Background: an optimization exercise with open tools, aiming at small area and a short achievable clock period. Do not read the settings as production practice.
Only simulation tests tie the RTL to the original design; equivalence was not proved.
No activity file was given, so power comes from the tool's default toggle rates.

==> flow/design.v <==
`timescale 1ns/1ns
`default_nettype none
module enigma_top (
    input  wire       clk,
    input  wire       srstn,
    input  wire       load_i,
    input  wire       encrypt_i,
    input  wire [5:0] code_i,
    output wire [5:0] code_o,
    output wire       code_valid_o
);
    logic             loading_q;
    logic             ready_q;
    localparam logic [383:0] ODD = {32{12'hfc0}};
    logic [63:0][5:0] st_q;
    wire  [63:0][5:0] ring = st_q ^ ODD;
    logic [5:0]       q_q;
    logic [5:0]       r_q;
    logic             pend_q;
    logic [5:0]       u_q;
    logic [5:0]       uc_q;
    logic [5:0]       js_q;
    logic             any_q;
    logic             valid_q;
    wire ld_acc  = load_i & ~ready_q;
    wire enc_acc = encrypt_i & ready_q;
    always_ff @(posedge clk) begin
        if (!srstn) begin
            loading_q <= 1'b0;
            ready_q   <= 1'b0;
        end else begin
            loading_q <= load_i & ~ready_q;
            ready_q   <= ready_q | (loading_q & ~load_i);
        end
    end
    always_ff @(posedge clk) begin
        if (!srstn) begin
            st_q <= ODD;
        end else begin
            st_q <= {ring[62:0], ld_acc ? code_i : ring[63]} ^ ODD;
        end
    end
    always_ff @(posedge clk) begin
        if (ld_acc) begin
            q_q <= 6'd0;
        end else begin
            q_q <= q_q + 6'd1 + {5'd0, enc_acc};
        end
    end
    wire [2:0] x_lo = code_i[2:0];
    wire [2:0] x_hi = code_i[5:3];
    wire [2:0] q_lo = q_q[2:0];
    wire [2:0] q_hi = q_q[5:3];
    wire       brw  = (x_lo >= q_lo);
    logic [7:0]      sel_lo;
    logic [7:0]      eq_hi;
    logic [7:0]      sel_hi;
    logic [7:0][5:0] grp;
    logic [5:0]      fst;
    always_comb begin
        for (int l = 0; l < 8; l++) begin
            sel_lo[l] = (x_lo == 3'(q_lo - 3'(l) - 3'd1));
            eq_hi[l]  = (x_hi == 3'(q_hi - 3'(l)));
        end
        for (int h = 0; h < 8; h++) begin
            sel_hi[h] = brw ? eq_hi[(h + 1) % 8] : eq_hi[h];
        end
        fst = '0;
        for (int h = 0; h < 8; h++) begin
            grp[h] = '0;
            for (int l = 0; l < 8; l++) begin
                grp[h] = grp[h] | (st_q[8*h+l] & {6{sel_lo[l]}});
            end
            fst = fst | (grp[h] & {6{sel_hi[h]}});
        end
    end
    wire       odd = sel_lo[1] | sel_lo[3] | sel_lo[5] | sel_lo[7];
    wire [5:0] ra  = fst ^ {6{~odd}};
    always_ff @(posedge clk) begin
        u_q    <= q_q;
        r_q    <= ra;
        pend_q <= srstn & enc_acc;
    end
    wire [5:0] u  = u_q;
    logic [63:0] w;
    logic [63:0] hm;
    always_comb begin
        for (int j = 0; j < 64; j++) begin
            w[j]  = (ring[j] == r_q);
            hm[j] = w[j] & (6'(j) <= u);
        end
    end
    function automatic logic [5:0] msb64(input logic [63:0] v);
        logic [31:0]      a1;
        logic [15:0]      a2;
        logic [7:0]       a3;
        logic [3:0]       a4;
        logic [1:0]       a5;
        logic [31:0]      i1;
        logic [15:0][1:0] i2;
        logic [7:0][2:0]  i3;
        logic [3:0][3:0]  i4;
        logic [1:0][4:0]  i5;
        for (int n = 0; n < 32; n++) begin
            a1[n] = v[2*n+1] | v[2*n];
            i1[n] = v[2*n+1];
        end
        for (int n = 0; n < 16; n++) begin
            a2[n] = a1[2*n+1] | a1[2*n];
            i2[n] = a1[2*n+1] ? {1'b1, i1[2*n+1]} : {1'b0, i1[2*n]};
        end
        for (int n = 0; n < 8; n++) begin
            a3[n] = a2[2*n+1] | a2[2*n];
            i3[n] = a2[2*n+1] ? {1'b1, i2[2*n+1]} : {1'b0, i2[2*n]};
        end
        for (int n = 0; n < 4; n++) begin
            a4[n] = a3[2*n+1] | a3[2*n];
            i4[n] = a3[2*n+1] ? {1'b1, i3[2*n+1]} : {1'b0, i3[2*n]};
        end
        for (int n = 0; n < 2; n++) begin
            a5[n] = a4[2*n+1] | a4[2*n];
            i5[n] = a4[2*n+1] ? {1'b1, i4[2*n+1]} : {1'b0, i4[2*n]};
        end
        msb64 = a5[1] ? {1'b1, i5[1]} : {1'b0, i5[0]};
    endfunction
    wire [5:0] jstar = (|hm) ? msb64(hm) : msb64(w);
    always_ff @(posedge clk) begin
        uc_q    <= u;
        js_q    <= jstar;
        any_q   <= |w;
        valid_q <= srstn & pend_q;
    end
    assign code_o       = any_q ? (uc_q - js_q) : 6'd0;
    assign code_valid_o = valid_q;
endmodule
`default_nettype wire
Settings: LEC_CHECK=0, CAP_MARGIN=20, CORE_MARGIN=2, CORE_UTILIZATION=60, CTS_BUF_LIST=sky130_fd_sc_hd__clkbuf_16, CTS_CLUSTER_DIAMETER=100, CTS_CLUSTER_SIZE=22, SETUP_SLACK_MARGIN=2.8, SLEW_MARGIN=20; clock period 6.0 ns.
run.sh (not shown) runs the stock make flow with config.mk's settings and CLKGATE_MAP_FILE= SYNTH_SCRIPT=/design/flow/synth_recipe.tcl, a recipe that flattens the netlist after the stock synthesis.
The first run completed with no timing, DRC or antenna violations.
==> next run, changes <==
--- a/flow/design.v
+++ b/flow/design.v
@@ -10,12 +10,14 @@
     output wire       code_valid_o
 );
     logic             loading_q;
     logic             ready_q;
     localparam logic [383:0] ODD = {32{12'hfc0}};
     logic [63:0][5:0] st_q;
+    logic             clr_q;
+    logic             keep_q;
     wire  [63:0][5:0] ring = st_q ^ ODD;
     logic [5:0]       q_q;
     logic [5:0]       r_q;
     logic             pend_q;
     logic [5:0]       u_q;
     logic [5:0]       uc_q;
@@ -31,17 +33,28 @@
         end else begin
             loading_q <= load_i & ~ready_q;
             ready_q   <= ready_q | (loading_q & ~load_i);
         end
     end
     always_ff @(posedge clk) begin
-        if (!srstn) begin
-            st_q <= ODD;
-        end else begin
-            st_q <= {ring[62:0], ld_acc ? code_i : ring[63]} ^ ODD;
+        clr_q  <= ~srstn;
+        keep_q <= srstn;
+    end
+    logic [63:0][5:0] ring_d;
+    always_comb begin
+        ring_d[0] = ld_acc ? code_i : (ring[63] & {6{keep_q}});
+        for (int j = 1; j < 64; j++) begin
+            if (j % 2 == 1) begin
+                ring_d[j] = ring[j-1] & {6{keep_q}};
+            end else begin
+                ring_d[j] = ring[j-1] & {6{~clr_q}};
+            end
         end
+    end
+    always_ff @(posedge clk) begin
+        st_q <= ring_d ^ ODD;
     end
     always_ff @(posedge clk) begin
         if (ld_acc) begin
             q_q <= 6'd0;
         end else begin
             q_q <= q_q + 6'd1 + {5'd0, enc_acc};
Synthesized cell count went down slightly; worst setup slack gets better by 0.054 ns; die area went down slightly; clock power stays flat; final area went down slightly.

-- re-timing with driven ports --
The results above use ideal ports. As a check the final layouts listed here were re-extracted and re-timed, cells and wires unchanged. Step 1 assumes that a clkbuf_16 drives the clock port and a buf_2 every other input. Step 2 adds t to the input delays and takes it off the output delays; t is the mean of the earliest and latest rising clock arrival at the registers after step 1. Input paths then give back, and output paths get back, about the clock's delay inside the block. Three values: ideal ports, drivers, drivers and shift; two values: the first two.
run	shift t [ns]	setup WS [ns]	worst hold slack (ns)	worst setup path at the end
the first run	0.638	2.594 / 2.538 / 2.245	0.413 / 0.413 / 0.413	input to register
the second run	0.625	2.649 / 2.588 / 2.236	0.406 / 0.406 / 0.406	input to register
After both steps every run listed still meets setup and hold. The setup slack of the second run, which loses most, moves by -0.061 ns with the drivers and by -0.413 ns with both steps.
